Background: an optimization exercise with open tools, aiming at small area. Do not read the settings as production practice. Only simulation tests tie the RTL to the original design; equivalence was not proved. Power is estimated from default activity; no workload was simulated.

==> design.v <==
module clint_top (
  input  logic        clk,
  input  logic        rst_n,
  input  logic [31:0] AXI_AWADDR,
  input  logic        AXI_AWVALID,
  output logic        AXI_AWREADY,
  input  logic [31:0] AXI_WDATA,
  input  logic [3:0]  AXI_WSTRB,
  input  logic        AXI_WVALID,
  output logic        AXI_WREADY,
  output logic [1:0]  AXI_BRESP,
  output logic        AXI_BVALID,
  input  logic        AXI_BREADY,
  input  logic [31:0] AXI_ARADDR,
  input  logic        AXI_ARVALID,
  output logic        AXI_ARREADY,
  output logic [31:0] AXI_RDATA,
  output logic [1:0]  AXI_RRESP,
  output logic        AXI_RVALID,
  input  logic        AXI_RREADY,
  output logic [7:0]  hart_swi,
  output logic [7:0]  hart_timeri
);
  armleocpu_clint_timebase #(
    .HART_COUNT(8),
    .HART_COUNT_WIDTH(3),
    .TIMEBASE_DIV(4)
  ) u_clint (
    .clk(clk), .rst_n(rst_n),
    .AXI_AWADDR(AXI_AWADDR), .AXI_AWVALID(AXI_AWVALID), .AXI_AWREADY(AXI_AWREADY),
    .AXI_WDATA(AXI_WDATA), .AXI_WSTRB(AXI_WSTRB), .AXI_WVALID(AXI_WVALID), .AXI_WREADY(AXI_WREADY),
    .AXI_BRESP(AXI_BRESP), .AXI_BVALID(AXI_BVALID), .AXI_BREADY(AXI_BREADY),
    .AXI_ARADDR(AXI_ARADDR), .AXI_ARVALID(AXI_ARVALID), .AXI_ARREADY(AXI_ARREADY),
    .AXI_RDATA(AXI_RDATA), .AXI_RRESP(AXI_RRESP), .AXI_RVALID(AXI_RVALID), .AXI_RREADY(AXI_RREADY),
    .hart_swi(hart_swi), .hart_timeri(hart_timeri)
  );
endmodule

module armleocpu_clint_timebase #(
  parameter int HART_COUNT       = 8,
  parameter int HART_COUNT_WIDTH = 3,
  parameter int TIMEBASE_DIV     = 1
) (
  input  logic                  clk,
  input  logic                  rst_n,
  input  logic [31:0]           AXI_AWADDR,
  input  logic                  AXI_AWVALID,
  output logic                  AXI_AWREADY,
  input  logic [31:0]           AXI_WDATA,
  input  logic [3:0]            AXI_WSTRB,
  input  logic                  AXI_WVALID,
  output logic                  AXI_WREADY,
  output logic [1:0]            AXI_BRESP,
  output logic                  AXI_BVALID,
  input  logic                  AXI_BREADY,
  input  logic [31:0]           AXI_ARADDR,
  input  logic                  AXI_ARVALID,
  output logic                  AXI_ARREADY,
  output logic [31:0]           AXI_RDATA,
  output logic [1:0]            AXI_RRESP,
  output logic                  AXI_RVALID,
  input  logic                  AXI_RREADY,
  output logic [HART_COUNT-1:0] hart_swi,
  output logic [HART_COUNT-1:0] hart_timeri
);
  localparam int PW = (TIMEBASE_DIV <= 2)    ? 1  : (TIMEBASE_DIV <= 4)    ? 2  :
                      (TIMEBASE_DIV <= 8)    ? 3  : (TIMEBASE_DIV <= 16)   ? 4  :
                      (TIMEBASE_DIV <= 32)   ? 5  : (TIMEBASE_DIV <= 64)   ? 6  :
                      (TIMEBASE_DIV <= 128)  ? 7  : (TIMEBASE_DIV <= 256)  ? 8  :
                      (TIMEBASE_DIV <= 512)  ? 9  : (TIMEBASE_DIV <= 1024) ? 10 :
                      (TIMEBASE_DIV <= 2048) ? 11 : (TIMEBASE_DIV <= 4096) ? 12 :
                      (TIMEBASE_DIV <= 8192) ? 13 : (TIMEBASE_DIV <= 16384) ? 14 :
                      (TIMEBASE_DIV <= 32768) ? 15 : 16;
  logic                  rst;
  logic                  bvalid_q, rvalid_q, err_q;
  logic [31:0]           rdata_q;
  logic [HART_COUNT-1:0] msip_q;
  logic [HART_COUNT-1:0] timeri_q;
  logic [63:0]           ncmp_q [HART_COUNT];
  logic [63:0]           mtime_q;
  logic                  tick;
  logic                  idle, wr_fire, rd_fire;
  assign rst     = ~rst_n;
  assign idle    = ~(bvalid_q | rvalid_q);
  assign wr_fire = idle & AXI_AWVALID & AXI_WVALID;
  assign rd_fire = idle & ~(AXI_AWVALID & AXI_WVALID) & AXI_ARVALID;
  assign AXI_AWREADY = wr_fire;
  assign AXI_WREADY  = wr_fire;
  assign AXI_ARREADY = rd_fire;
  assign AXI_BVALID  = bvalid_q;
  assign AXI_BRESP   = {err_q, 1'b0};
  assign AXI_RVALID  = rvalid_q;
  assign AXI_RRESP   = {err_q, 1'b0};
  assign AXI_RDATA   = rdata_q;
  assign hart_swi    = msip_q;
  assign hart_timeri = timeri_q;
  logic w_ok, w_msip, w_cmp, w_mt, w_none;
  logic r_ok, r_msip, r_cmp, r_mt, r_none;
  assign w_ok   = (AXI_AWADDR[31:16] == 16'h0) && (AXI_AWADDR[1:0] == 2'b00);
  assign w_msip = w_ok && (AXI_AWADDR[15:14] == 2'b00) && ({20'h0, AXI_AWADDR[13:2]} < HART_COUNT);
  assign w_cmp  = w_ok && (AXI_AWADDR[15:14] == 2'b01) && ({21'h0, AXI_AWADDR[13:3]} < HART_COUNT);
  assign w_mt   = w_ok && (AXI_AWADDR[15:3] == 13'h17FF);
  assign w_none = ~(w_msip | w_cmp | w_mt);
  assign r_ok   = (AXI_ARADDR[31:16] == 16'h0) && (AXI_ARADDR[1:0] == 2'b00);
  assign r_msip = r_ok && (AXI_ARADDR[15:14] == 2'b00) && ({20'h0, AXI_ARADDR[13:2]} < HART_COUNT);
  assign r_cmp  = r_ok && (AXI_ARADDR[15:14] == 2'b01) && ({21'h0, AXI_ARADDR[13:3]} < HART_COUNT);
  assign r_mt   = r_ok && (AXI_ARADDR[15:3] == 13'h17FF);
  assign r_none = ~(r_msip | r_cmp | r_mt);
  always_ff @(posedge clk) begin
    if (rst) begin
      bvalid_q <= 1'b0;
      rvalid_q <= 1'b0;
    end else begin
      if (wr_fire)         bvalid_q <= 1'b1;
      else if (AXI_BREADY) bvalid_q <= 1'b0;
      if (rd_fire)         rvalid_q <= 1'b1;
      else if (AXI_RREADY) rvalid_q <= 1'b0;
    end
  end
  logic [31:0] rdata_d;
  logic [HART_COUNT_WIDTH-1:0] ridx;
  assign ridx = AXI_ARADDR[3 +: HART_COUNT_WIDTH];
  logic [2*HART_COUNT-1:0] rsel_cmp;
  logic [1:0]              rsel_mt;
  always_comb begin
    for (int k = 0; k < 2 * HART_COUNT; k++)
      rsel_cmp[k] = r_cmp && (AXI_ARADDR[2 +: HART_COUNT_WIDTH + 1] == k);
    rsel_mt[0] = r_mt & ~AXI_ARADDR[2];
    rsel_mt[1] = r_mt &  AXI_ARADDR[2];
    rdata_d = 32'h0;
    for (int k = 0; k < 2 * HART_COUNT; k++)
      rdata_d = rdata_d | ({32{rsel_cmp[k]}} & ~ncmp_q[k / 2][32 * (k % 2) +: 32]);
    rdata_d = rdata_d | ({32{rsel_mt[0]}} & mtime_q[31:0]) | ({32{rsel_mt[1]}} & mtime_q[63:32]);
    rdata_d[0] = rdata_d[0] | (r_msip & msip_q[AXI_ARADDR[2 +: HART_COUNT_WIDTH]]);
  end
  always_ff @(posedge clk) begin
    if (idle) begin
      err_q   <= (AXI_AWVALID & AXI_WVALID) ? w_none : r_none;
      rdata_q <= rdata_d;
    end
  end
  logic [PW-1:0] presc_q;
  assign tick = (presc_q == PW'(TIMEBASE_DIV - 1));
  always_ff @(posedge clk) begin
    if (rst || tick) presc_q <= '0;
    else             presc_q <= presc_q + PW'(1);
  end
  logic        mt_wr;
  logic [7:0]  mt_ld;         
  logic [31:0] mt_wd;         
  logic [7:0]  mt_blk_ones, mt_blk_cin;
  logic [63:0] mt_carry;
  assign mt_wr = wr_fire & w_mt;
  assign mt_wd = AXI_WDATA & ~{32{rst}};
  always_comb begin
    for (int k = 0; k < 8; k++) mt_ld[k] = rst | (mt_wr & (AXI_AWADDR[2] == k[2]) & AXI_WSTRB[k % 4]);
    for (int k = 0; k < 8; k++) mt_blk_ones[k] = &mtime_q[8*k +: 8];
    mt_blk_cin[0] = tick;
    for (int k = 1; k < 8; k++) mt_blk_cin[k] = mt_blk_cin[k-1] & mt_blk_ones[k-1];
    for (int k = 0; k < 8; k++) begin
      mt_carry[8*k] = mt_blk_cin[k];
      for (int j = 1; j < 8; j++) mt_carry[8*k+j] = mt_carry[8*k+j-1] & mtime_q[8*k+j-1];
    end
  end
  always_ff @(posedge clk) begin
    for (int i = 0; i < 64; i++)
      mtime_q[i] <= mt_ld[i / 8] ? mt_wd[i % 32] : (mtime_q[i] ^ (mt_carry[i] & ~mt_wr));
  end
  logic [HART_COUNT_WIDTH-1:0] widx;
  assign widx = AXI_AWADDR[3 +: HART_COUNT_WIDTH];
  always_ff @(posedge clk) begin
    for (int h = 0; h < HART_COUNT; h++) begin
      if (rst)
        msip_q[h] <= 1'b0;
      else if (wr_fire && w_msip && AXI_WSTRB[0] && AXI_AWADDR[2 +: HART_COUNT_WIDTH] == h)
        msip_q[h] <= AXI_WDATA[0];
    end
  end
  logic [31:0] ncmp_wd;
  assign ncmp_wd = ~(AXI_WDATA | {32{rst}});
  always_ff @(posedge clk) begin
    for (int h = 0; h < HART_COUNT; h++) begin
      for (int i = 0; i < 64; i++) begin
        if (rst || (wr_fire && w_cmp && widx == h && AXI_AWADDR[2] == i[5] && AXI_WSTRB[(i / 8) % 4]))
          ncmp_q[h][i] <= ncmp_wd[i % 32];
      end
    end
  end
  logic [HART_COUNT-1:0] ge;
  always_comb begin
    for (int h = 0; h < HART_COUNT; h++) begin
      logic c0, c1, c2, t1, t2;
      c0 = 1'b1;
      for (int i = 0; i < 22; i++)
        c0 = (mtime_q[i] & ncmp_q[h][i]) | (mtime_q[i] & c0) | (ncmp_q[h][i] & c0);
      c1 = 1'b0;
      t1 = 1'b1;
      for (int i = 22; i < 43; i++) begin
        c1 = (mtime_q[i] & ncmp_q[h][i]) | (mtime_q[i] & c1) | (ncmp_q[h][i] & c1);
        t1 = t1 & (mtime_q[i] | ncmp_q[h][i]);
      end
      c2 = 1'b0;
      t2 = 1'b1;
      for (int i = 43; i < 64; i++) begin
        c2 = (mtime_q[i] & ncmp_q[h][i]) | (mtime_q[i] & c2) | (ncmp_q[h][i] & c2);
        t2 = t2 & (mtime_q[i] | ncmp_q[h][i]);
      end
      ge[h] = c2 | (t2 & (c1 | (t1 & c0)));
    end
  end
  always_ff @(posedge clk) begin
    if (rst) timeri_q <= '0;
    else     timeri_q <= ge;
  end
endmodule
==> flow/run.sh <==
#!/bin/bash
# Layout flow: the standard ORFS flow (standard.sh) with these changes.
#  1. Synthesis is the standard flow's synthesis script unchanged except that ABC maps the combinational
#     logic with flow/abc_area.script (area-oriented mapping). Registers are mapped by the
#     standard steps before ABC runs, so they are the same as in the standard synthesis.
#  2. Port buffers use the smallest buffer cell (sky130_fd_sc_hd__buf_1).
#  3. Clock-tree synthesis clusters more sinks per buffer (clkbuf_16 only) and inserts no dummy
#     loads.
#  4. Buffers from synthesis are removed at floorplan (the ABC script inserts none anyway).
#  5. Timing-driven global placement keeps none of its trial resizing.
# Each tool's full output goes to the ORFS logs under orfs/logs and to flow_make.log here.
set -euo pipefail
W=$PWD
mkdir -p mysynth
sed 's#^\( *\)log_cmd abc {\*}\$abc_args#\1log_cmd abc {*}[lreplace $abc_args 1 1 '"$W"'/flow/abc_area.script]#' \
  "$FLOW_HOME/scripts/synth.tcl" > mysynth/synth.tcl
grep -q 'flow/abc_area.script' mysynth/synth.tcl
sed "s#\$::env(SCRIPTS_DIR)/synth.tcl#$W/mysynth/synth.tcl#" synth_recipe.tcl > mysynth/synth_recipe.tcl
grep -q 'mysynth/synth.tcl' mysynth/synth_recipe.tcl
sed "s#SYNTH_SCRIPT=[^ ]*#SYNTH_SCRIPT=$W/mysynth/synth_recipe.tcl#" standard.sh > mysynth/standard.sh
grep -q 'mysynth/synth_recipe.tcl' mysynth/standard.sh
export BUFFER_PORTS_ARGS="-buffer_cell sky130_fd_sc_hd__buf_1"
export CTS_ARGS="-sink_clustering_enable -repair_clock_nets -dont_use_dummy_load -sink_clustering_size 20 -sink_clustering_max_diameter 80 -buf_list {sky130_fd_sc_hd__clkbuf_16}"
export REMOVE_ABC_BUFFERS=1
# Timing-driven global placement guides placement only; its trial buffers are not kept.
export GPL_KEEP_OVERFLOW=0
bash mysynth/standard.sh > flow_make.log 2>&1
==> flow/abc_area.script <==
&get -n
&st
&dch -f
&nf -p -a -F 8 -A 4
&put
topo
stime -c
upsize -c
dnsize -c
==> standard.sh <==
#!/bin/bash
# synth_recipe.tcl (not shown) runs the flow's synth.tcl, then flattens the netlist and writes it again
# the make line also repeats each setting of config.mk as NAME=value (left out here)
make -C /OpenROAD-flow-scripts/flow DESIGN_CONFIG=/design/flow/config.mk WORK_HOME=/design/flow/orfs CLKGATE_MAP_FILE= SYNTH_SCRIPT=/design/flow/synth_recipe.tcl "${@:-finish}"
==> config.mk <==
export PLATFORM = sky130hd
export DESIGN_NAME = clint_top
export DESIGN_NICKNAME = clint_top
export VERILOG_FILES = /design/flow/design.v
export SDC_FILE = /design/flow/constraint.sdc
export NUM_CORES = 4
export LEC_CHECK = 0
export CAP_MARGIN = 20
export CORE_MARGIN = 2
export CORE_UTILIZATION = 45
export SLEW_MARGIN = 20
==> constraint.sdc <==
create_clock -name core_clock -period 5.0 [get_ports {clk}]
set_input_delay 1.0000 -clock core_clock [delete_from_list [all_inputs] [get_ports {clk}]]
set_output_delay 1.0000 -clock core_clock [all_outputs]
set_load 0.01 [all_outputs]
==> results of run 1 <==
## timing repair
item | CTS | global route
resized for setup | 3 | 6
buffers inserted | 0 | 0
endpoints found under the hold margin | 0 | 0
hold buffers | 0 | 0
endpoints found under the setup margin | 3 | 3
## sequential cells by signal, summed over array words and instances (netlist names)
name              cells
u_clint.ncmp_q      512
u_clint.mtime_q      64
u_clint.rdata_q      32
u_clint.msip_q        8
u_clint.timeri_q      8
u_clint.presc_q       2
u_clint.bvalid_q      1
u_clint.err_q         1
u_clint.rvalid_q      1
## layout make-up
class / count / area [um^2]
repair buffers: 212 / 1460
well taps: 855 / 1070
multi-input cells: 1798 / 11500
fillers: 5715 / 31400
diodes: 3 / 7.51
inverters: 13 / 75.1
flip-flops and latches: 629 / 18100
clock buffers: 38 / 951
## per-layer routing
metal / track usage, % / vias to the layer above
met5: 0 / -
met1: 52.6 / 13300
met2: 55.2 / 2444
li1: - / 11000
met3: 11.3 / 382
met4: 17.9 / 6
## cells by family after synthesis
family	after synthesis	synth area share (%)
buffers and inverters	18	0.382
xor gates and xnor gates	14	0.416
AOI/OAI and AO/OA	1215	28.0
other	1	0.0127
muxes	4	0.221
DFF	629	61.2
and+or+nand+nor	562	9.72
adders and majority gates	1	0.0424
## power groups by stage
stage	clock (mW)	combinational (mW)	sequential (mW)
2_1_floorplan	0	0.637	6.61
3_3_place_gp	0	1.08	6.91
3_5_place_dp	0	1.14	6.90
4_1_cts	3.08	1.14	6.78
5_1_grt	3.25	1.24	6.85
6_report	3.09	1.18	6.84
## Yosys cell counts (6+ instances only)
library cell  count
a21o_1           12
a21oi_1         101
a221oi_1         36
a222oi_1         29
a22o_1           38
a22oi_1         169
and2_0            9
and3_1           17
clkinv_1         12
dfxtp_1          84
edfxtp_1        545
nand2_1         154
nand2b_1         26
nand3_1          42
nand4_1          22
nand4b_1          8
nor2_1          104
nor2b_1           7
nor3_1           89
nor3b_1           6
nor4_1           27
nor4b_1           6
o2111ai_1        37
o21a_1           38
o21ai_0         262
o221ai_1         16
o22a_1          130
o22ai_1         321
or3_1            17
xnor2_1          10
## final timing paths
| check | cells after the start | slack [ps] | end |
|---|---|---|---|
| hold reg to reg | 1 | 450 | u_clint.presc_q[0] |
| hold / removal | 1 | 450 | u_clint.presc_q[0] |
| setup / recovery | 11 | 220 | u_clint.mtime_q[49] |
| setup reg to reg | 11 | 220 | u_clint.mtime_q[49] |
## metrics by stage
stage	cell area, um^2	util, %
after global placement	31100	48.2
after global routing	33100	51.3
after detailed placement	32100	49.8
after CTS	33100	51.3
final	33100	51.3
after floorplan	29500	-
## cells in the final DEF (no fill, tap or decap), types with 8 or more instances in the layout
cell	instances
o221ai_1	16
o21ai_1	29
clkbuf_16	38
buf_6	12
nand2b_1	26
dfxtp_1	77
a21oi_1	101
a222oi_1	29
or3_1	16
o2111ai_1	37
and2_0	8
nand2_2	13
nand2_1	142
nand4b_1	8
a22o_1	38
buf_16	10
o22ai_1	321
xnor2_1	10
nand3_1	39
nor4_1	26
clkinv_1	12
a22oi_1	169
and3_1	16
nand4_1	22
buf_12	12
nor2_2	33
edfxtp_1	545
a21o_1	12
nor2_1	69
nor3_1	82
o22a_1	130
buf_8	11
o21a_1	38
a221oi_1	36
buf_1	159
o21ai_0	236
==> reports/metrics.csv, run 1 <==
stage;metric;value;unit
global_routing;grt ovf;0;
power_and_ir_drop;Flop pwr share;61.6;%
timing;worst slew pin tran;1180;ps
drt;uppermost routed layer;met5;
timing;final hold viol count;0;
setup_path;crit-path cells;nand4_1 -> nor3_1 -> nand4_1 -> nor3_2 -> nor3b_1 -> nand4_1 -> nor3_2 -> nand2_1 -> xnor2_1 -> nand2_1 -> o21ai_0;
power_and_ir_drop;combinational power share;10.6;%
drt;final WL;132;mm
drt;Metal-1 WL;49.0;mm
yosys;largest area contributor in the netlist;edfxtp_1;
drt;WL met3;19.8;mm
yosys;Main synth FF type;edfxtp_1;
clock_network;clock buffer depth;3;
setup_path;crit-path leading delay family;simple AND/OR/NAND/NOR gates;
run;max-cap violations;0;
clock_network;worst skew pair latency;610;ps
layout;Synth-to-Final Area Change;12.4;%
global_routing;pin count of the biggest net entering global routing;47;
clock_network;CTS sink cnt;629;
yosys;Distinct cells, synth;62;
power_and_ir_drop;sw frac;28.3;%
yosys;Seq/Total Area, Yosys;61.2;%
setup_path;Setup CP Type;register to register;
setup_path;CP max FO;20;
drt;First-pass DRT Iterations;7;
layout;Nets;2800;
setup_path;WP buf/inv;0;
yosys;ys async rst share;0;%
setup_path;Worst Setup End Kind;register;
power_and_ir_drop;NetSw;3.14;mW
setup_path;Critical Path Source Type;register;
drt;post-route ant nets;0;
drt;metal2 WL;55.1;mm
layout;share of layout cells above drive strength 1;6.51;%
timing;Hold Slack;454;ps
place;port bufs;161;
yosys;Synth Warn #;2;
place;dpl cells;3504;
floorplanning;CORE AREA;64600;um^2
clock_network;CTS tree;done;
drt;drt initial violations;5338;
timing;skew final;53.2;ps
power_and_ir_drop;PD cells;335;nW/um^2
clock_network;clock transition at the registers of the reported paths;90;ps
clock_network;H-tree lvl count;2;
yosys;post-synthesis cell count;2444;
worst_hold_path;hold_sp;u_clint.presc_q[0];
power_and_ir_drop;Clock power frac;27.8;%
worst_hold_path;worst min path class;register to register;
power_and_ir_drop;Final Total Pwr;11.1;mW
run_status;status;no timing/DRC/antenna violations;
setup_path;Critical-path top delay cell;dfxtp_1;
global_routing;vias in the first global route;24600;
timing;fin crit share;95.6;%
setup_path;WP data arrival;5240;ps
power_and_ir_drop;Internal Dissipation;7.96;mW
clock_network;Clock Root Buffer;clkbuf_16;
yosys;synth top area cells;edfxtp_1, o22ai_1, dfxtp_1, o21ai_0, a22oi_1;
floorplanning;I/O Pins;164;
floorplanning;die height;260;um
timing;headroom to the max-slew limit;21.3;%
floorplanning;Starting Density;45.7;%
floorplanning;Cell Rows;93;
timing;Final TNS setup;0;ps
timing;RSZ-0062 raised after global routing;no;
place;DP Worst Slack;-361;ps
layout;final non-filler cell total;3548;
place;final RePlAce weighted congestion;1.04;
timing;crit path setup slack, layout;221;ps
setup_path;WP data required;5460;ps
drt;Via-to-Cell Ratio;7.64;
yosys;Post-Syn Area per Cell;12.1;um^2
yosys;Post-synth EDFFs;545;
global_routing;first-pass GRT wire length;184;mm
timing;fin crit period;4780;ps
power_and_ir_drop;Pleak;10.1;nW
drt;post-DR wirelength/cell;37.2;um
floorplanning;DIE WIDTH;260;um
clock_network;Num CTS Buffers;38;
yosys;share of the synthesized area in the top cell type;55.5;%
setup_path;Critical Path Max Stage Delay;1010;ps
power_and_ir_drop;Max VDD drop;0.000230;V
setup_path;FF-to-FF Start;u_clint.mtime_q[15];
global_routing;total track usage;38.1;%
yosys;Synth Cell Area;29500;um^2
yosys;Yosys reg bits;629;
timing;fin. max-slew vios;0;
timing;final setup fails;0;
drt;DRC viols;0;
timing;Max Fclk;0.209;GHz
setup_path;CP dominant cell by count;nand4_1;
setup_path;Critical Path Start;u_clint.mtime_q[15];
global_routing;initial antenna violation count;6;
place;dpl hpwl;95.5;mm
floorplanning;Die ar.;67600;um^2
drt;via count;27100;
==> run 2, diff against run 1 <==
--- a/flow/run.sh
+++ b/flow/run.sh
@@ -7,7 +7,6 @@
 #  3. Clock-tree synthesis clusters more sinks per buffer (clkbuf_16 only) and inserts no dummy
 #     loads.
 #  4. Buffers from synthesis are removed at floorplan (the ABC script inserts none anyway).
-#  5. Timing-driven global placement keeps none of its trial resizing.
 # Each tool's full output goes to the ORFS logs under orfs/logs and to flow_make.log here.
 set -euo pipefail
 W=$PWD
@@ -22,6 +21,4 @@
 export BUFFER_PORTS_ARGS="-buffer_cell sky130_fd_sc_hd__buf_1"
 export CTS_ARGS="-sink_clustering_enable -repair_clock_nets -dont_use_dummy_load -sink_clustering_size 20 -sink_clustering_max_diameter 80 -buf_list {sky130_fd_sc_hd__clkbuf_16}"
 export REMOVE_ABC_BUFFERS=1
-# Timing-driven global placement guides placement only; its trial buffers are not kept.
-export GPL_KEEP_OVERFLOW=0
 bash mysynth/standard.sh > flow_make.log 2>&1
--- a/config.mk
+++ b/config.mk
@@ -8,4 +8,5 @@
 export CAP_MARGIN = 20
 export CORE_MARGIN = 2
 export CORE_UTILIZATION = 45
+export GPL_TIMING_DRIVEN = 0
 export SLEW_MARGIN = 20
==> run 2 against run 1 <==
Clock power about the same. Clock skew shrank 7.4 ps. Area after synthesis unchanged. Critical path type unchanged. Via count fell by 3.8%. Still clean on timing, DRC and antenna. Routed wire length down 5.8%. Cell area is 1.3% lower. Cell count decreased by 0.82%. Clock-buffer cell count is the same.
==> reports/metrics.csv, run 2 <==
stage;metric;value;unit;change
worst_hold_path;worst min path class;register to register;;unchanged
clock_network;CTS sink cnt;629;;unchanged
layout;Top Registers;u_clint.ncmp_q x512, u_clint.mtime_q x64, u_clint.rdata_q x32;;unchanged
clock_network;Num CTS Buffers;38;;unchanged
power_and_ir_drop;Max VDD drop;0.000250;V;was 0.000230 V
setup_path;Critical Path Max Stage Delay;870;ps;was 1010 ps
setup_path;CP dominant cell by count;a21oi_1;;was nand4_1
floorplanning;Starting Density;45.7;%;unchanged
clock_network;clock buffer depth;3;;unchanged
timing;skew final;45.7;ps;was 53.2 ps
layout;max reg flops;512;;unchanged
clock_network;worst skew pair latency;610;ps;about the same
drt;DRC viols;0;;unchanged
layout;Synth-to-Final Area Change;10.9;%;was 12.4%
clock_network;Hold Buf Count CTS;0;;unchanged
yosys;Main synth FF type;edfxtp_1;;unchanged
setup_path;WP data arrival;5350;ps;was 5240 ps
timing;Max Fclk;0.207;GHz;was 0.209 GHz
layout;Finished Cell Area;32700;um^2;was 33100 um^2
setup_path;Critical Path Start;u_clint.mtime_q[2];;was u_clint.mtime_q[15]
run_status;status;no timing/DRC/antenna violations;;unchanged
drt;post-DR wirelength/cell;35.3;um;was 37.2 um
drt;post-route ant nets;0;;unchanged
clock_network;H-tree lvl count;2;;unchanged
power_and_ir_drop;Pleak;9.96;nW;was 10.1 nW
floorplanning;Cell Rows;93;;unchanged
setup_path;Worst Setup End Kind;register;;unchanged
yosys;Distinct cells, synth;62;;unchanged
layout;most frequent cells in the layout;edfxtp_1, o22ai_1, o21ai_0;;unchanged
floorplanning;Die ar.;67600;um^2;unchanged
yosys;Yosys reg bits;629;;unchanged
timing;final hold viol count;0;;unchanged
floorplanning;CORE AREA;64600;um^2;unchanged
global_routing;grt ovf;0;;unchanged
worst_hold_path;hold_sp;u_clint.presc_q[0];;unchanged
yosys;post-synthesis cell count;2444;;unchanged
yosys;Seq/Total Area, Yosys;61.2;%;unchanged
setup_path;Critical-path top delay cell;dfxtp_1;;unchanged
global_routing;first-pass GRT wire length;174;mm;was 184 mm
layout;Largest Register;u_clint.ncmp_q;;unchanged
layout;share of layout cells above drive strength 1;4.88;%;was 6.51%
timing;fin crit share;96.5;%;was 95.6%
yosys;top post-synthesis cells by count;edfxtp_1, o22ai_1, o21ai_0;;unchanged
power_and_ir_drop;PD cells;337;nW/um^2;was 335 nW/um^2
clock_network;CTS tree;done;;unchanged
floorplanning;die height;260;um;unchanged
timing;fin crit period;4820;ps;was 4780 ps
timing;Hold Slack;440;ps;was 454 ps
yosys;largest area contributor in the netlist;edfxtp_1;;unchanged
drt;First-pass DRT Iterations;9;;was 7
yosys;Synth Warn #;2;;unchanged
floorplanning;DIE WIDTH;260;um;unchanged
global_routing;initial antenna violation count;3;;was 6
setup_path;Critical Path Source Type;register;;unchanged
setup_path;FF-to-FF Start;u_clint.mtime_q[2];;was u_clint.mtime_q[15]
timing;RSZ-0062 raised after global routing;no;;unchanged
drt;via count;26100;;was 27100
clock_network;clock transition at the registers of the reported paths;90;ps;about the same
timing;fin. max-slew vios;0;;unchanged
drt;drt initial violations;4429;;was 5338
yosys;share of the synthesized area in the top cell type;55.5;%;unchanged
layout;most common cell after layout, fill and taps aside;edfxtp_1;;unchanged
global_routing;pin count of the biggest net entering global routing;47;;unchanged
run;max-cap violations;0;;unchanged
yosys;Post-Syn Area per Cell;12.1;um^2;unchanged
global_routing;total track usage;35.9;%;was 38.1%
yosys;top-count cell post-synth;edfxtp_1;;unchanged
layout;fillers;5796;;was 5715
yosys;Post-synth EDFFs;545;;unchanged
floorplanning;I/O Pins;164;;unchanged
drt;final WL;124;mm;was 132 mm
layout;Nets;2773;;was 2800
place;placed inst area;31700;um^2;was 32100 um^2
setup_path;crit-path cells;a22oi_1 -> a21o_1 -> a21oi_1 -> o21ai_0 -> a21oi_1 -> o21ai_0 -> a21oi_1 -> o21ai_0 -> a21oi_1 -> o21ai_0 -> a21oi_1 -> o2111ai_1 -> a2111oi_0 -> o21a_1;;was nand4_1 -> nor3_1 -> nand4_1 -> nor3_2 -> nor3b_1 -> nand4_1 -> nor3_2 -> nand2_1 -> xnor2_1 -> nand2_1 -> o21ai_0
yosys;Synth Cell Area;29500;um^2;unchanged
drt;Via-to-Cell Ratio;7.41;;was 7.64
timing;final setup fails;0;;unchanged
setup_path;WP data required;5520;ps;was 5460 ps
place;final RePlAce weighted congestion;1.02;;was 1.04
yosys;synth top area cells;edfxtp_1, o22ai_1, dfxtp_1, o21ai_0, a22oi_1;;unchanged
global_routing;vias in the first global route;24600;;about the same
yosys;ys async rst share;0;%;unchanged
setup_path;Setup CP Type;register to register;;unchanged
clock_network;Clock Root Buffer;clkbuf_16;;unchanged
place;dpl hpwl;90.4;mm;was 95.5 mm
timing;headroom to the max-slew limit;19.6;%;was 21.3%
setup_path;CP max FO;21;;was 20
place;port bufs;161;;unchanged
timing;worst slew pin tran;1200;ps;was 1180 ps
run 2: layout make-up:
type	instances	area [um^2]	share of cell area, %
inverters	13	75.1	0.230
well taps	855	1070	3.27
flip-flops and latches	629	18100	55.2
clock buffers	38	951	2.91
repair buffers	185	1030	3.16
multi-input cells	1798	11500	35.2
diodes	1	2.50	0.00765
run 2: final timing paths:
kind	to	slack, ps	cells after the start
worst max-delay path	u_clint.timeri_q[4]	180	14
worst min-delay path	u_clint.presc_q[0]	440	1
worst max register to register	u_clint.timeri_q[4]	180	14
worst min register to register	u_clint.presc_q[0]	440	1
run 2: cells by family after synthesis:
kind of cell | count (synthesis) | synth area share [%]
mux | 4 | 0.221
xor+xnor | 14 | 0.416
flops | 629 | 61.2
other cells | 1 | 0.0127
compound gates | 1215 | 28.0
fa+ha+maj | 1 | 0.0424
simple gates | 562 | 9.72
buf+inv | 18 | 0.382
run 2: timing repair:
action                     4_1_cts  5_1_grt
gates resized for setup          2        4
setup endpoints to repair        3        4
setup buffers                    0        0
gates cloned                     0        0
hold endpoints to repair         0        0
run 2: stage by stage:
step	setup WS (ps)	util, %	setup TNS, ps	total power [mW]	cells
finish	177	50.6	0	11.0	3519
floorplan	1070	-	0	7.25	2440
detailed placement	-332	49.1	-1880	7.97	3478
global route	57.5	50.6	0	11.3	3518
CTS	221	50.5	0	10.9	3516
global placement	-3250	48.2	-1939480	7.93	3456
run 2: routing by layer:
metal | routed length (um) | vias up | track usage [%]
met5 | 10 | - | 0
met4 | 5050 | 2 | 13.2
met3 | 16100 | 235 | 9.30
met2 | 56300 | 1980 | 56.3
met1 | 46800 | 12900 | 48.2
li1 | - | 10900 | -
run 2: where the power goes:
| part | internal (mW) | switching [mW] |
|---|---|---|
| combinational | 0.414 | 0.731 |
| sequential | 6.17 | 0.610 |
| clock | 1.36 | 1.74 |
| total | 7.94 | 3.08 |
run 2: worst max-delay path, delay by kind of cell (launching register included):
family / cells / cell delay, ps
AOI/OAI and AO/OA: 14 / 3850
DFF: 1 / 870
==> run 3, diff against run 2 <==
--- a/config.mk
+++ b/config.mk
@@ -5,8 +5,8 @@
 export SDC_FILE = /design/flow/constraint.sdc
 export NUM_CORES = 4
 export LEC_CHECK = 0
-export CAP_MARGIN = 20
+export CAP_MARGIN = 10
 export CORE_MARGIN = 2
 export CORE_UTILIZATION = 45
 export GPL_TIMING_DRIVEN = 0
-export SLEW_MARGIN = 20
+export SLEW_MARGIN = 10
==> run 3 against run 2 <==
Still clean on timing, DRC and antenna. Die area did not move. Routed wire length rose by 0.48%. Via count rose by 1.1%. Critical endpoint unchanged.
==> reports/metrics.csv, run 3 <==
stage;metric;value;unit;change
yosys;top post-synthesis cells by count;edfxtp_1, o22ai_1, o21ai_0;;unchanged
global_routing;grt ovf;0;;unchanged
clock_network;Num CTS Buffers;39;;was 38
layout;Post-Route Utilization;50.7;%;was 50.6%
setup_path;WP buf/inv;0;;unchanged
floorplanning;Die ar.;67600;um^2;unchanged
setup_path;Critical Path Max Stage Delay;850;ps;was 870 ps
timing;fin. max-slew vios;0;;unchanged
timing;final setup fails;0;;unchanged
yosys;Synth Warn #;2;;unchanged
layout;Nets;2781;;was 2773
power_and_ir_drop;sw frac;28.0;%;about the same
layout;multi-input logic area;11500;um^2;about the same
clock_network;postcts setup bufs;0;;unchanged
timing;worst slew pin tran;1320;ps;was 1200 ps
layout;share of layout cells above drive strength 1;4.64;%;was 4.88%
layout;Finished Cell Area;32800;um^2;was 32700 um^2
clock_network;clock transition at the registers of the reported paths;90;ps;about the same
clock_network;CTS sink cnt;629;;unchanged
yosys;Synth Cell Area;29500;um^2;unchanged
drt;Via-to-Cell Ratio;7.48;;was 7.41
drt;post-DR wirelength/cell;35.4;um;was 35.3 um
yosys;Main synth FF type;edfxtp_1;;unchanged
floorplanning;Starting Density;45.7;%;unchanged
setup_path;WP data arrival;5370;ps;was 5350 ps
setup_path;CP dominant cell by count;a21oi_1;;unchanged
clock_network;clock buffer depth;3;;unchanged
timing;RSZ-0062 raised after global routing;no;;unchanged
setup_path;reg-to-reg slack, setup;140;ps;was 180 ps
layout;final non-filler cell total;3526;;was 3519
layout;Largest Register;u_clint.ncmp_q;;unchanged
floorplanning;DIE WIDTH;260;um;unchanged
yosys;post-synthesis cell count;2444;;unchanged
place;dpl cells;3484;;was 3478
yosys;share of the synthesized area in the top cell type;55.5;%;unchanged
timing;fin crit period;4860;ps;was 4820 ps
setup_path;crit-path cells;a22oi_1 -> a21o_1 -> a21oi_1 -> o21ai_0 -> a21oi_1 -> o21ai_0 -> a21oi_1 -> o21ai_0 -> a21oi_1 -> o21ai_0 -> a21oi_1 -> o2111ai_1 -> a2111oi_0 -> o21a_1;;unchanged
place;dpl hpwl;91.5;mm;was 90.4 mm
yosys;ys async rst share;0;%;unchanged
layout;most common cell after layout, fill and taps aside;edfxtp_1;;unchanged
drt;DRC viols;0;;unchanged
floorplanning;die height;260;um;unchanged
drt;final WL;125;mm;was 124 mm
drt;via count;26400;;was 26100
global_routing;pin count of the biggest net entering global routing;47;;unchanged
yosys;Yosys reg bits;629;;unchanged
power_and_ir_drop;Clock power frac;28.5;%;was 28.1%
setup_path;Critical Path Source Type;register;;unchanged
layout;Seq. cell area;18000;um^2;was 18100 um^2
clock_network;Clock Root Buffer;clkbuf_16;;unchanged
layout;max reg flops;512;;unchanged
drt;First-pass DRT Iterations;7;;was 9
global_routing;total track usage;36.1;%;was 35.9%
layout;n_diodes;0;;was 1
timing;final hold viol count;0;;unchanged
drt;drt initial violations;4211;;was 4429
global_routing;first-pass GRT wire length;176;mm;was 174 mm
drt;post-route ant nets;0;;unchanged
run;max-cap violations;0;;unchanged
floorplanning;Cell Rows;93;;unchanged
global_routing;vias in the first global route;24800;;was 24600
timing;fin crit share;97.1;%;was 96.5%
yosys;synth top area cells;edfxtp_1, o22ai_1, dfxtp_1, o21ai_0, a22oi_1;;unchanged
place;final RePlAce weighted congestion;1.02;;unchanged
clock_network;H-tree lvl count;2;;unchanged
floorplanning;I/O Pins;164;;unchanged
power_and_ir_drop;NetSw;3.10;mW;was 3.08 mW
floorplanning;CORE AREA;64600;um^2;unchanged
yosys;top-count cell post-synth;edfxtp_1;;unchanged
power_and_ir_drop;Final Total Pwr;11.1;mW;was 11.0 mW
timing;Max Fclk;0.206;GHz;was 0.207 GHz
global_routing;initial antenna violation count;5;;was 3
layout;Top Registers;u_clint.ncmp_q x512, u_clint.mtime_q x64, u_clint.rdata_q x32;;unchanged
power_and_ir_drop;Pleak;9.99;nW;was 9.96 nW
power_and_ir_drop;Internal Dissipation;7.97;mW;was 7.94 mW
layout;Synth-to-Final Area Change;11.1;%;was 10.9%
yosys;largest area contributor in the netlist;edfxtp_1;;unchanged
setup_path;Setup CP Type;register to register;;unchanged
setup_path;crit-path leading delay family;compound AO/OA/AOI/OAI gates;;unchanged
yosys;Post-Syn Area per Cell;12.1;um^2;unchanged
timing;skew final;47.9;ps;was 45.7 ps
timing;headroom to the max-slew limit;11.7;%;was 19.6%
place;port bufs;161;;unchanged
power_and_ir_drop;combinational power share;10.3;%;was 10.4%
setup_path;Critical-path top delay cell;dfxtp_1;;unchanged
yosys;Post-synth EDFFs;545;;unchanged
worst_hold_path;worst min path class;register to register;;unchanged
timing;Hold Slack;440;ps;about the same
clock_network;worst skew pair latency;610;ps;about the same
layout;fillers;5784;;was 5796
power_and_ir_drop;Max VDD drop;0.000242;V;was 0.000250 V
setup_path;Worst Setup End Kind;register;;unchanged
place;placed inst area;31700;um^2;about the same
power_and_ir_drop;Flop pwr share;61.2;%;was 61.5%
setup_path;CP max FO;21;;unchanged
run_status;status;no timing/DRC/antenna violations;;unchanged
clock_network;Hold Buf Count CTS;0;;unchanged
setup_path;WP data required;5510;ps;was 5520 ps
yosys;Seq/Total Area, Yosys;61.2;%;unchanged
layout;most frequent cells in the layout;edfxtp_1, o22ai_1, o21ai_0;;unchanged
yosys;Distinct cells, synth;62;;unchanged
clock_network;CTS tree;done;;unchanged
power_and_ir_drop;PD cells;338;nW/um^2;was 337 nW/um^2
-- run 3: through the flow --
stage | setup TNS (ps) | setup WS (ps)
3_3_place_gp | -1939480 | -3250
5_1_grt | 0 | 19.4
2_1_floorplan | 0 | 1070
6_report | 0 | 144
3_5_place_dp | -8080 | -279
4_1_cts | 0 | 13.0
-- run 3: worst paths after layout --
path,from,to,cells past startpoint
max,u_clint.mtime_q[2],u_clint.timeri_q[4],14
min,u_clint.presc_q[0],u_clint.presc_q[0],1
max reg2reg,u_clint.mtime_q[2],u_clint.timeri_q[4],14
min reg2reg,u_clint.presc_q[0],u_clint.presc_q[0],1
-- run 3: power groups by stage --
stage                     sequential (mW)  clock (mW)  combinational (mW)
final                                6.78        3.15                1.14
after global routing                 6.80        3.30                1.21
after CTS                            6.73        3.13                1.11
after detailed placement             6.85           0                1.11
after global placement               6.85           0                1.08
after floorplan                      6.61           0               0.637
-- run 3: logic make-up after synthesis --
| group | share of synthesized area [%] |
|---|---|
| AO/OA/AOI/OAI | 28.0 |
| flip-flops | 61.2 |
| AND/OR/NAND/NOR | 9.72 |
| buffers and inverters | 0.382 |
| XOR/XNOR | 0.416 |
| multiplexers | 0.221 |
| adder cells (fa/ha/maj) | 0.0424 |
| other | 0.0127 |
-- run 3: final cells by class --
cell class	count	area share, %
flip-flops and latches	629	55.1
multi-input cells	1798	34.9
repair buffers	192	3.51
well taps	855	3.26
clock buffers	39	2.98
inverters	13	0.229
-- run 3: repair_timing --
item	4_1_cts	5_1_grt
resized for setup	1	2
pin swaps	0	0
endpoints found under the setup margin	3	5
-- run 3: worst reg2reg max path: stages, from the launching register on --
cell and delay (ps):
dfxtp_1 850, a22oi_1 210, a21o_1 240, a21oi_1 170, o21ai_0 200, a21oi_1 250
o21ai_0 240, a21oi_1 220, o21ai_0 230, a21oi_1 240, o21ai_0 140, a21oi_1 550
o2111ai_1 290, a2111oi_0 760, o21a_1 180
-- run 3: per-layer routing --
metal	vias up	share of wire [%]	global-route usage, %
met5	-	0.054	0
met4	10	4.1	13.6
met3	255	13	8.88
met2	2020	45	56.4
met1	13200	38	48.6
li1	10900	-	-
==> run 4, diff against run 3 <==
--- a/design.v
+++ b/design.v
@@ -191,17 +191,18 @@
     for (int h = 0; h < HART_COUNT; h++) begin
       logic c0, c1, c2, t1, t2;
       c0 = 1'b1;
-      for (int i = 0; i < 22; i++)
+      for (int i = 0; i < 24; i++) begin
         c0 = (mtime_q[i] & ncmp_q[h][i]) | (mtime_q[i] & c0) | (ncmp_q[h][i] & c0);
+      end
       c1 = 1'b0;
       t1 = 1'b1;
-      for (int i = 22; i < 43; i++) begin
+      for (int i = 24; i < 44; i++) begin
         c1 = (mtime_q[i] & ncmp_q[h][i]) | (mtime_q[i] & c1) | (ncmp_q[h][i] & c1);
         t1 = t1 & (mtime_q[i] | ncmp_q[h][i]);
       end
       c2 = 1'b0;
       t2 = 1'b1;
-      for (int i = 43; i < 64; i++) begin
+      for (int i = 44; i < 64; i++) begin
         c2 = (mtime_q[i] & ncmp_q[h][i]) | (mtime_q[i] & c2) | (ncmp_q[h][i] & c2);
         t2 = t2 & (mtime_q[i] | ncmp_q[h][i]);
       end
==> flow/abc_area.script (replaced) <==
&get -n
&st
&dch -f
&nf -p -a -F 8 -A 4
&put
--- a/config.mk
+++ b/config.mk
@@ -5,8 +5,8 @@
 export SDC_FILE = /design/flow/constraint.sdc
 export NUM_CORES = 4
 export LEC_CHECK = 0
-export CAP_MARGIN = 10
+export CAP_MARGIN = 20
 export CORE_MARGIN = 2
 export CORE_UTILIZATION = 45
 export GPL_TIMING_DRIVEN = 0
-export SLEW_MARGIN = 10
+export SLEW_MARGIN = 20
==> run 4 against run 3 <==
Flip-flop and latch count unchanged. Now fails the layout checks on negative setup slack. Hold slack lost 7.4 ps. Critical endpoint unchanged. Fmax shrank 4.4%. Critical path type unchanged. Critical path depth up 2.
==> reports/metrics.csv, run 4 <==
stage;metric;value;unit;change
yosys;largest area contributor in the netlist;edfxtp_1;;unchanged
yosys;multiplexer area fraction after synthesis;0.189;%;was 0.221%
clock_network;H-tree lvl count;2;;unchanged
drt;drt initial violations;4897;;was 4211
timing;worst slew pin tran;1330;ps;was 1320 ps
yosys;Distinct cells, synth;51;;was 62
yosys;Synth Warn #;2;;unchanged
yosys;XOR/XNOR share of the synthesized area;0.662;%;was 0.416%
layout;Synth-to-Final Area Change;12.4;%;was 11.1%
layout;most frequent cells in the layout;edfxtp_1, o22ai_1, o21ai_0;;unchanged
run_status;status;failed layout checks;;was no timing/DRC/antenna violations
layout;share of layout cells above drive strength 1;6.21;%;was 4.64%
place;final RePlAce weighted congestion;1.00;;was 1.02
place;port bufs;161;;unchanged
timing;Final TNS setup;-76.9;ps;was 0 ps
yosys;synth top area cells;edfxtp_1, o22ai_1, dfxtp_1, o21ai_0, a22oi_1;;unchanged
yosys;post-synthesis cell count;2420;;was 2444
power_and_ir_drop;PD cells;341;nW/um^2;was 338 nW/um^2
clock_network;Clock Root Buffer;clkbuf_16;;unchanged
setup_path;CP dominant cell by count;o21ai_1;;was a21oi_1
timing;crit path setup slack, layout;-76.9;ps;was 144 ps
floorplanning;Die ar.;66700;um^2;was 67600 um^2
yosys;Post-Syn Area per Cell;12.0;um^2;was 12.1 um^2
drt;via count;26400;;about the same
global_routing;total track usage;35.9;%;was 36.1%
drt;post-route ant nets;0;;unchanged
floorplanning;Cell Rows;93;;unchanged
worst_hold_path;worst min path class;register to register;;unchanged
setup_path;Critical Path Max Stage Delay;610;ps;was 850 ps
timing;headroom to the max-slew limit;11.6;%;was 11.7%
timing;Hold Slack;433;ps;was 440 ps
floorplanning;CORE AREA;64200;um^2;was 64600 um^2
yosys;largest family of logic cells by synthesized area;compound AO/OA/AOI/OAI gates;;unchanged
yosys;Main synth FF type;edfxtp_1;;unchanged
clock_network;clock buffer depth;3;;unchanged
yosys;post-synthesis adder-cell area fraction;0.0430;%;was 0.0424%
global_routing;vias in the first global route;24500;;was 24800
timing;final hold viol count;0;;unchanged
floorplanning;Starting Density;45.3;%;was 45.7%
yosys;Yosys reg bits;629;;unchanged
clock_network;clock transition at the registers of the reported paths;90;ps;about the same
global_routing;first-pass GRT wire length;174;mm;was 176 mm
setup_path;Setup CP Type;register to register;;unchanged
drt;DRC viols;0;;unchanged
floorplanning;DIE WIDTH;258;um;was 260 um
yosys;ys async rst share;0;%;unchanged
clock_network;CTS sink cnt;629;;unchanged
power_and_ir_drop;Max VDD drop;0.000243;V;was 0.000242 V
yosys;Seq/Total Area, Yosys;62.0;%;was 61.2%
clock_network;CTS tree;done;;unchanged
yosys;share of the synthesized area in the top cell type;56.3;%;was 55.5%
layout;Post-Route Utilization;50.9;%;was 50.7%
yosys;Post-synth EDFFs;545;;unchanged
clock_network;Num CTS Buffers;38;;was 39
global_routing;grt ovf;0;;unchanged
yosys;simple-gate share of the synthesized area;9.97;%;was 9.72%
layout;fillers;5700;;was 5784
setup_path;Worst Setup End Kind;register;;unchanged
yosys;top post-synthesis cells by count;edfxtp_1, o22ai_1, o21ai_0;;unchanged
clock_network;worst skew pair latency;600;ps;was 610 ps
timing;RSZ-0062 raised after global routing;no;;unchanged
drt;post-DR wirelength/cell;35.1;um;was 35.4 um
place;dpl hpwl;90.1;mm;was 91.5 mm
global_routing;initial antenna violation count;5;;unchanged
timing;final setup fails;1;;was 0
power_and_ir_drop;Pleak;9.86;nW;was 9.99 nW
layout;Largest Register;u_clint.ncmp_q;;unchanged
setup_path;Critical Path Source Type;register;;unchanged
drt;final WL;123;mm;was 125 mm
setup_path;crit-path cells;a22oi_1 -> a21oi_1 -> a221oi_2 -> o21ai_1 -> a222oi_1 -> o21ai_1 -> a222oi_1 -> o21ai_1 -> a222oi_1 -> o21ai_1 -> a222oi_1 -> o21ai_1 -> a22oi_2 -> o22ai_2 -> nand4_1 -> a21oi_1;;was a22oi_1 -> a21o_1 -> a21oi_1 -> o21ai_0 -> a21oi_1 -> o21ai_0 -> a21oi_1 -> o21ai_0 -> a21oi_1 -> o21ai_0 -> a21oi_1 -> o2111ai_1 -> a2111oi_0 -> o21a_1
timing;Max Fclk;0.197;GHz;was 0.206 GHz
timing;fin. max-slew vios;0;;unchanged
layout;most common cell after layout, fill and taps aside;edfxtp_1;;unchanged
yosys;Synth Area in Compound Gates;26.8;%;was 28.0%
setup_path;Critical-path top delay cell;a222oi_1;;was dfxtp_1
floorplanning;die height;258;um;was 260 um
setup_path;WP data required;5410;ps;was 5510 ps
yosys;Synth Cell Area;29100;um^2;was 29500 um^2
yosys;top-count cell post-synth;edfxtp_1;;unchanged
setup_path;CP max FO;12;;was 21
setup_path;WP data arrival;5480;ps;was 5370 ps
timing;fin crit period;5080;ps;was 4860 ps
layout;max reg flops;512;;unchanged
run_status;Failed Checks;negative setup slack;;
timing;fin crit share;102;%;was 97.1%
drt;First-pass DRT Iterations;7;;unchanged
run;max-cap violations;0;;unchanged
drt;Via-to-Cell Ratio;7.52;;was 7.48
floorplanning;I/O Pins;164;;unchanged
timing;skew final;28.2;ps;was 47.9 ps
layout;Top Registers;u_clint.ncmp_q x512, u_clint.mtime_q x64, u_clint.rdata_q x32;;unchanged
global_routing;pin count of the biggest net entering global routing;51;;was 47
layout;Nets;2767;;was 2781
==> run 4: changes by cell type in the layout (fill, tap and decap cells not counted), moves of 17 or more <==
cell and delta:
a222oi_1 +17, o21ai_0 -20, o21a_1 -36, o22ai_1 +20
a21oi_1 -35, a221oi_1 +42, a22o_1 -38
==> run 4: timing repair <==
item / in CTS / in global routing
hold buffers: 0 / 0
pin swaps: 6 / 31
setup buffers: 0 / 6
gates resized for setup: 18 / 24
endpoints found under the hold margin: 0 / 0
endpoints found under the setup margin: 14 / 18
==> run 4: cell type report <==
class / instances / area, um^2 / area share [%]
flip-flops and latches: 629 / 18100 / 55.3
diodes: 2 / 5.00 / 0.0153
multi-input cells: 1772 / 11200 / 34.3
well taps: 855 / 1070 / 3.27
inverters: 15 / 61.3 / 0.187
repair buffers: 203 / 1320 / 4.04
clock buffers: 38 / 951 / 2.91
==> run 4: stage by stage <==
stage                     instances  total power [mW]  cell area [um^2]  setup slack, ps
after CTS                      3504              11.1             32600            -78.2
after global placement         3432              8.03             30700            -5930
after detailed placement       3466              8.07             31600             -653
final                          3514              11.1             32700            -76.9
after global routing           3512              11.4             32700             9.07
after floorplan                2416              7.30             29100             1210
==> run 4: cells by family after synthesis <==
logic type,after synthesis
DFF,629
AOI/OAI and AO/OA,1149
muxes,3
xor gates and xnor gates,22
other,1
and+or+nand+nor,595
buffers and inverters,20
adders and majority gates,1
==> run 4: path summary, 6_finish.rpt <==
check / to / start / slack, ps / cells after the start
setup / recovery: u_clint.timeri_q[4] / u_clint.mtime_q[2] / -80 / 16
hold reg to reg: u_clint.presc_q[0] / u_clint.presc_q[0] / 430 / 1
setup reg to reg: u_clint.timeri_q[4] / u_clint.mtime_q[2] / -80 / 16
hold / removal: u_clint.presc_q[0] / u_clint.presc_q[0] / 430 / 1
==> run 4: critical path: cells and delay by family (launching register included) <==
kind               cells  cell delay (ps)
AOI/OAI and AO/OA     15             4270
DFF                    1              420
and+or+nand+nor        1              210
==> run 4: report_power, final <==
part / switching (mW) / leakage, nW / internal [mW]
registers: 0.658 / 6.00 / 6.17
logic: 0.791 / 3.40 / 0.444
clock network: 1.72 / 0.468 / 1.36
==> run 4: routing by layer <==
metal	vias to the layer above	track usage (%)	part of all wire [%]
met5	-	0	0.029
met4	6	15.0	4.8
met3	331	7.75	13
met2	2124	57.5	46
met1	13100	47.4	37
li1	10900	-	-
==> run 5, diff against run 4 <==
--- a/config.mk
+++ b/config.mk
@@ -7,6 +7,7 @@
 export LEC_CHECK = 0
 export CAP_MARGIN = 20
 export CORE_MARGIN = 2
-export CORE_UTILIZATION = 45
+export CORE_UTILIZATION = 52
 export GPL_TIMING_DRIVEN = 0
+export PLACE_DENSITY = 0.7
 export SLEW_MARGIN = 20
==> run 5 against run 4 <==
Still fails the layout checks on negative setup slack. First-iteration DRC count increased by 8.1%. Power decreased by 0.19%. Non-clock buffer count decreased by 3. Hold slack improved by 5.5 ps. Die area decreased by 13%. Routed wire length decreased by 1.2%.
==> reports/metrics.csv, run 5 <==
stage;metric;value;unit;change
global_routing;initial antenna violation count;6;;was 5
setup_path;WP data arrival;5510;ps;was 5480 ps
place;dpl hpwl;88.7;mm;was 90.1 mm
setup_path;Worst Setup End Kind;register;;unchanged
worst_hold_path;worst min path class;register to register;;unchanged
layout;Largest Register;u_clint.ncmp_q;;unchanged
timing;fin. max-slew vios;0;;unchanged
power_and_ir_drop;Max VDD drop;0.000239;V;was 0.000243 V
clock_network;CTS sink cnt;629;;unchanged
global_routing;vias in the first global route;24700;;was 24500
place;final RePlAce weighted congestion;1.02;;was 1.00
floorplanning;CORE AREA;55200;um^2;was 64200 um^2
clock_network;Clock Root Buffer;clkbuf_16;;unchanged
timing;worst slew pin tran;1270;ps;was 1330 ps
clock_network;H-tree lvl count;2;;unchanged
drt;First-pass DRT Iterations;9;;was 7
layout;Synth-to-Final Area Change;11.8;%;was 12.4%
global_routing;grt peak-use layer;met2;;unchanged
layout;Finished Cell Area;32500;um^2;was 32700 um^2
setup_path;reg-to-reg slack, setup;-90;ps;was -80 ps
worst_hold_path;hold_sp;u_clint.presc_q[0];;unchanged
worst_hold_path;hold endpoint;u_clint.presc_q[0];;unchanged
yosys;share of the synthesized area in the top cell type;56.3;%;unchanged
yosys;top post-synthesis cells by count;edfxtp_1, o22ai_1, o21ai_0;;unchanged
run;max-cap violations;0;;unchanged
setup_path;R2R Path End;u_clint.timeri_q[1];;was u_clint.timeri_q[4]
yosys;synth top area cells;edfxtp_1, o22ai_1, dfxtp_1, o21ai_0, a22oi_1;;unchanged
drt;post-route ant nets;0;;unchanged
power_and_ir_drop;Pleak;9.84;nW;was 9.86 nW
drt;Via-to-Cell Ratio;7.95;;was 7.52
layout;most common cell after layout, fill and taps aside;edfxtp_1;;unchanged
timing;skew final;46.7;ps;was 28.2 ps
yosys;ys async rst share;0;%;unchanged
yosys;Seq/Total Area, Yosys;62.0;%;unchanged
timing;headroom to the max-slew limit;14.4;%;was 11.6%
layout;max reg flops;512;;unchanged
yosys;Main synth FF type;edfxtp_1;;unchanged
global_routing;routing usage on met1;55.4;%;was 47.4%
layout;final non-filler cell total;3403;;was 3514
floorplanning;DIE WIDTH;241;um;was 258 um
floorplanning;die height;241;um;was 258 um
drt;via count;27000;;was 26400
setup_path;CP max FO;12;;unchanged
layout;Nets;2764;;was 2767
clock_network;postcts setup bufs;0;;unchanged
timing;Max Fclk;0.196;GHz;was 0.197 GHz
floorplanning;Die ar.;57900;um^2;was 66700 um^2
global_routing;grt ovf;0;;unchanged
timing;fin crit share;102;%;about the same
run_status;Failed Checks;negative setup slack;;unchanged
clock_network;clock buffer depth;3;;unchanged
place;port bufs;161;;unchanged
yosys;Distinct cells, synth;51;;unchanged
drt;DRC viols;0;;unchanged
floorplanning;Cell Rows;86;;was 93
yosys;Yosys reg bits;629;;unchanged
yosys;Post-synth EDFFs;545;;unchanged
global_routing;pin count of the biggest net entering global routing;51;;unchanged
yosys;top-count cell post-synth;edfxtp_1;;unchanged
power_and_ir_drop;PD cells;342;nW/um^2;was 341 nW/um^2
timing;RSZ-0062 raised after global routing;yes;;was no
timing;crit path setup slack, layout;-93.5;ps;was -76.9 ps
setup_path;Setup CP Type;register to register;;unchanged
global_routing;total track usage;41.4;%;was 35.9%
yosys;Post-Syn Area per Cell;12.0;um^2;unchanged
drt;drt initial violations;5292;;was 4897
timing;final setup fails;2;;was 1
setup_path;r2r worst-path depth;16;;unchanged
layout;fillers;4490;;was 5700
run_status;status;failed layout checks;;unchanged
floorplanning;I/O Pins;164;;unchanged
timing;Hold Slack;438;ps;was 433 ps
drt;post-DR wirelength/cell;35.8;um;was 35.1 um
layout;most frequent cells in the layout;edfxtp_1, o22ai_1, o21ai_0;;unchanged
place;placed inst area;31400;um^2;was 31600 um^2
clock_network;worst skew pair latency;620;ps;was 600 ps
yosys;Synth Cell Area;29100;um^2;unchanged
global_routing;GR Util met3;10.1;%;was 7.75%
global_routing;M2 GR Usage;63.0;%;was 57.5%
place;dpl cells;3363;;was 3466
clock_network;clock transition at the registers of the reported paths;80;ps;was 90 ps
worst_hold_path;hold path depth;1;;unchanged
drt;final WL;122;mm;was 123 mm
power_and_ir_drop;Final Total Pwr;11.1;mW;about the same
floorplanning;Starting Density;52.7;%;was 45.3%
global_routing;first-pass GRT wire length;171;mm;was 174 mm
timing;Final TNS setup;-185;ps;was -76.9 ps
yosys;largest area contributor in the netlist;edfxtp_1;;unchanged
setup_path;WP data required;5420;ps;was 5410 ps
yosys;post-synthesis cell count;2420;;unchanged
setup_path;Critical Path Source Type;register;;unchanged
setup_path;FF-to-FF Start;u_clint.mtime_q[0];;was u_clint.mtime_q[2]
timing;final hold viol count;0;;unchanged
layout;Top Registers;u_clint.ncmp_q x512, u_clint.mtime_q x64, u_clint.rdata_q x32;;unchanged
clock_network;Num CTS Buffers;38;;unchanged
timing;fin crit period;5090;ps;was 5080 ps
layout;share of layout cells above drive strength 1;5.99;%;was 6.21%
clock_network;CTS tree;done;;unchanged
yosys;Synth Warn #;2;;unchanged
==> run 5: cell counts after synthesis <==
No cell type changed its count.
==> run 5: repair_timing <==
item	in CTS	in global routing
pin swaps	1	19
setup endpoints to repair	11	17
hold buffers	0	0
resized for setup	6	28
==> run 5: cell families after synthesis <==
kind of cell | synth area share [%]
AO/OA/AOI/OAI | 26.8
XOR/XNOR | 0.662
adder cells (fa/ha/maj) | 0.0430
buffers and inverters | 0.323
flip-flops | 62.0
multiplexers | 0.189
other | 0.0129
AND/OR/NAND/NOR | 9.97
==> run 5: worst max-delay path by stage <==
stage | endpoint | start | slack, ps | cells past startpoint
after floorplan | u_clint.ncmp_q[5][32] | AXI_AWADDR[17] | 1210 | 7
after global placement | u_clint.mtime_q[57] | rst_n | -5850 | 5
after detailed placement | u_clint.mtime_q[13] | AXI_AWADDR[21] | -350 | 12
after CTS | u_clint.mtime_q[47] | u_clint.mtime_q[1] | 3 | 12
after global routing | u_clint.timeri_q[7] | u_clint.mtime_q[0] | 3 | 16
final | u_clint.timeri_q[1] | u_clint.mtime_q[0] | -90 | 16
==> run 5: cell type report <==
class                           instances  area (um^2)  area share [%]
Multi-Input combinational cell       1772        11200            34.5
Inverter                               15         61.3           0.189
Sequential cell                       629        18100            55.6
Antenna cell                            1         2.50         0.00770
Tap cell                              748          936            2.88
Clock buffer                           38          951            2.92
Timing Repair Buffer                  200         1280            3.94
==> run 5: metrics by stage <==
step | setup slack [ps] | utilization, %
5_1_grt | 2.57 | 58.9
2_1_floorplan | 1210 | -
4_1_cts | 3.34 | 58.7
6_report | -93.5 | 58.9
3_3_place_gp | -5850 | 55.4
3_5_place_dp | -353 | 57.0
==> run 5: metal layers <==
layer / wire (um) / part of all wire (%)
met1: 43100 / 35
met4: 7460 / 6.1
met3: 17800 / 15
met2: 53300 / 44
met5: 69 / 0.057
==> run 5: critical path, cell delays in order (launching register included) <==
cell and delay [ps]:
dfxtp_1 480, o22ai_1 190, a21oi_1 100, a221oi_1 250, o21ai_0 220, a222oi_1 540
o21ai_1 250, a222oi_1 470, o21ai_0 260, a222oi_1 430, o21ai_0 270, a222oi_1 530
o21ai_1 210, a22oi_2 270, o22ai_1 200, nand4_1 100, a21oi_1 150
==> run 5: report_power, final <==
| part | internal [mW] | switching, mW | total [mW] |
|---|---|---|---|
| logic | 0.440 | 0.772 | 1.21 |
| registers | 6.17 | 0.673 | 6.84 |
| clock network | 1.36 | 1.71 | 3.07 |
| total | 7.97 | 3.15 | 11.1 |
==> run 6, diff against run 5 <==
--- a/design.v
+++ b/design.v
@@ -191,18 +191,17 @@
     for (int h = 0; h < HART_COUNT; h++) begin
       logic c0, c1, c2, t1, t2;
       c0 = 1'b1;
-      for (int i = 0; i < 24; i++) begin
+      for (int i = 0; i < 22; i++)
         c0 = (mtime_q[i] & ncmp_q[h][i]) | (mtime_q[i] & c0) | (ncmp_q[h][i] & c0);
-      end
       c1 = 1'b0;
       t1 = 1'b1;
-      for (int i = 24; i < 44; i++) begin
+      for (int i = 22; i < 43; i++) begin
         c1 = (mtime_q[i] & ncmp_q[h][i]) | (mtime_q[i] & c1) | (ncmp_q[h][i] & c1);
         t1 = t1 & (mtime_q[i] | ncmp_q[h][i]);
       end
       c2 = 1'b0;
       t2 = 1'b1;
-      for (int i = 44; i < 64; i++) begin
+      for (int i = 43; i < 64; i++) begin
         c2 = (mtime_q[i] & ncmp_q[h][i]) | (mtime_q[i] & c2) | (ncmp_q[h][i] & c2);
         t2 = t2 & (mtime_q[i] | ncmp_q[h][i]);
       end
--- a/flow/run.sh
+++ b/flow/run.sh
@@ -19,6 +19,6 @@
 sed "s#SYNTH_SCRIPT=[^ ]*#SYNTH_SCRIPT=$W/mysynth/synth_recipe.tcl#" standard.sh > mysynth/standard.sh
 grep -q 'mysynth/synth_recipe.tcl' mysynth/standard.sh
 export BUFFER_PORTS_ARGS="-buffer_cell sky130_fd_sc_hd__buf_1"
-export CTS_ARGS="-sink_clustering_enable -repair_clock_nets -dont_use_dummy_load -sink_clustering_size 20 -sink_clustering_max_diameter 80 -buf_list {sky130_fd_sc_hd__clkbuf_16}"
+export CTS_ARGS="-sink_clustering_enable -repair_clock_nets -dont_use_dummy_load -sink_clustering_size 24 -sink_clustering_max_diameter 80 -buf_list {sky130_fd_sc_hd__clkbuf_16}"
 export REMOVE_ABC_BUFFERS=1
 bash mysynth/standard.sh > flow_make.log 2>&1
==> flow/abc_area.script (replaced) <==
&get -n
&st
&dch -f
&nf -p -a -F 8 -A 4
&put
topo
stime -c
upsize -c
dnsize -c
--- a/config.mk
+++ b/config.mk
@@ -7,7 +7,6 @@
 export LEC_CHECK = 0
 export CAP_MARGIN = 20
 export CORE_MARGIN = 2
-export CORE_UTILIZATION = 52
+export CORE_UTILIZATION = 45
 export GPL_TIMING_DRIVEN = 0
-export PLACE_DENSITY = 0.7
 export SLEW_MARGIN = 20
==> run 6 against run 5 <==
The run now finishes clean. Combinational power is 6% lower. Fmax up 6.1%. Via count is 3.2% lower. Clock skew is 2.2 ps lower. Global-route usage is 5.5 points lower. Sequential share of layout area decreased by 0.31 points. Routed wire length is 2.2% higher.
==> reports/metrics.csv, run 6 <==
stage;metric;value;unit;change
floorplanning;I/O Pins;164;;unchanged
clock_network;clock buffer depth;3;;unchanged
setup_path;CP dominant cell by count;nand4_1;;was a222oi_1
drt;post-DR wirelength/cell;35.4;um;was 35.8 um
timing;skew final;44.5;ps;was 46.7 ps
setup_path;crit-path cells;nand3_2 -> nor2_1 -> nand4_1 -> nor3_2 -> nand4_1 -> nor3_2 -> buf_4 -> nor3b_1 -> nand4_1 -> nor3_4 -> nand3_1 -> xnor2_1 -> nand2_1 -> o21ai_0;;was o22ai_1 -> a21oi_1 -> a221oi_1 -> o21ai_0 -> a222oi_1 -> o21ai_1 -> a222oi_1 -> o21ai_0 -> a222oi_1 -> o21ai_0 -> a222oi_1 -> o21ai_1 -> a22oi_2 -> o22ai_1 -> nand4_1 -> a21oi_1
drt;DRC viols;0;;unchanged
global_routing;total track usage;35.9;%;was 41.4%
floorplanning;Die ar.;67600;um^2;was 57900 um^2
place;placed inst area;31700;um^2;was 31400 um^2
power_and_ir_drop;PD cells;336;nW/um^2;was 342 nW/um^2
clock_network;worst skew pair latency;610;ps;was 620 ps
global_routing;pin count of the biggest net entering global routing;47;;was 51
yosys;top post-synthesis cells by count;edfxtp_1, o22ai_1, o21ai_0;;unchanged
layout;fillers;5801;;was 4490
layout;n_diodes;0;;was 1
yosys;ys async rst share;0;%;unchanged
setup_path;WP buf/inv;1;;was 0
worst_hold_path;worst min path class;register to register;;unchanged
run_status;status;no timing/DRC/antenna violations;;was failed layout checks
place;port bufs;161;;unchanged
yosys;post-synthesis cell count;2444;;was 2420
yosys;Yosys reg bits;629;;unchanged
layout;multi-input logic area;11500;um^2;was 11200 um^2
yosys;Distinct cells, synth;62;;was 51
place;final RePlAce weighted congestion;1.02;;about the same
drt;final WL;124;mm;was 122 mm
yosys;Synth Warn #;2;;unchanged
clock_network;CTS tree;done;;unchanged
clock_network;Num CTS Buffers;37;;was 38
global_routing;grt ovf;0;;unchanged
timing;headroom to the max-slew limit;19.2;%;was 14.4%
yosys;share of the synthesized area in the top cell type;55.5;%;was 56.3%
place;dpl hpwl;90.4;mm;was 88.7 mm
clock_network;CTS sink cnt;629;;unchanged
timing;fin. max-slew vios;0;;unchanged
clock_network;Clock Root Buffer;clkbuf_16;;unchanged
drt;drt initial violations;4202;;was 5292
timing;fin crit share;96.1;%;was 102%
timing;worst slew pin tran;1210;ps;was 1270 ps
yosys;Main synth FF type;edfxtp_1;;unchanged
setup_path;Critical Path Source Type;register;;unchanged
layout;Largest Register;u_clint.ncmp_q;;unchanged
timing;Max Fclk;0.208;GHz;was 0.196 GHz
layout;Synth-to-Final Area Change;10.8;%;was 11.8%
setup_path;WP data arrival;5250;ps;was 5510 ps
floorplanning;Cell Rows;93;;was 86
yosys;Seq/Total Area, Yosys;61.2;%;was 62.0%
drt;First-pass DRT Iterations;9;;unchanged
run 6: cell count changes after synthesis, sizes merged, moves of 13 or more:
cell	delta
a22o	+38
a221oi	-44
a222oi	-17
a21oi	+34
nor2	-27
o22a	+13
o22ai	-21
o21a	+36
run 6: worst register-to-register path: stages, from the launching register on:
cell     delay (ps)
dfxtp_1         880
nand3_2         130
nor2_1          120
nand4_1         400
nor3_2          630
nand4_1         240
nor3_2          260
buf_4           260
nor3b_1         370
nand4_1         280
nor3_4          550
nand3_1         170
xnor2_1         180
nand2_1          90
o21ai_0         100
run 6: per-layer routing:
layer / track usage (%) / wire length, um / part of all wire, % / up-vias
met5: 0 / 37 / 0.030 / -
met4: 13.9 / 5530 / 4.4 / 6
met3: 9.56 / 15900 / 13 / 259
met2: 56.0 / 55900 / 45 / 1972
met1: 48.0 / 47000 / 38 / 13000
li1: - / - / - / 10900
run 6: cells by family after synthesis:
logic type,Yosys count,share of synthesized area (%)
AOI/OAI and AO/OA,1215,28.0
xor gates and xnor gates,14,0.416
adders and majority gates,1,0.0424
buffers and inverters,18,0.382
DFF,629,61.2
muxes,4,0.221
other,1,0.0127
and+or+nand+nor,562,9.72
run 6: per-stage QoR:
step | setup TNS, ps | std cells | setup WS (ps) | power (mW)
after detailed placement | -1880 | 3478 | -332 | 7.97
after CTS | 0 | 3515 | 205 | 10.9
after global routing | 0 | 3517 | 37.5 | 11.2
after floorplan | 0 | 2440 | 1070 | 7.25
final | 0 | 3517 | 197 | 11.0
after global placement | -1939480 | 3456 | -3250 | 7.93
run 6: path summary, 6_finish.rpt:
check | end | cells past startpoint | startpoint
worst min-delay path | u_clint.presc_q[0] | 1 | u_clint.presc_q[0]
worst max-delay path | u_clint.mtime_q[50] | 14 | u_clint.mtime_q[5]
worst min register to register | u_clint.presc_q[0] | 1 | u_clint.presc_q[0]
worst max register to register | u_clint.mtime_q[50] | 14 | u_clint.mtime_q[5]
run 6: area by class of cell:
class,instances,share of cell area [%]
Timing Repair Buffer,185,3.16
Clock buffer,37,2.83
Sequential cell,629,55.2
Inverter,13,0.230
Tap cell,855,3.27
Multi-Input combinational cell,1798,35.3
run 6: what timing repair did:
action,in CTS,in global routing
hold buffers,0,0
setup endpoints to repair,3,4
buffers inserted,0,0
cloned,0,0
resized for setup,2,2
pin swaps,0,0
run 6: report_power, final:
group          internal, mW  total [mW]  switching (mW)  leakage (nW)
registers              6.17        6.78           0.612          5.99
logic                 0.414        1.14           0.729          3.50
clock network          1.32        3.06            1.74         0.456
total                  7.90        11.0            3.08          9.94

Setup slack of run 6, layout unchanged: 0.197 ns with ideal ports, 0.197 ns with driving cells assumed (clock clkbuf_16, inputs buf_2), -0.245 ns with port delays also shifted by the 0.654 ns mid clock arrival.
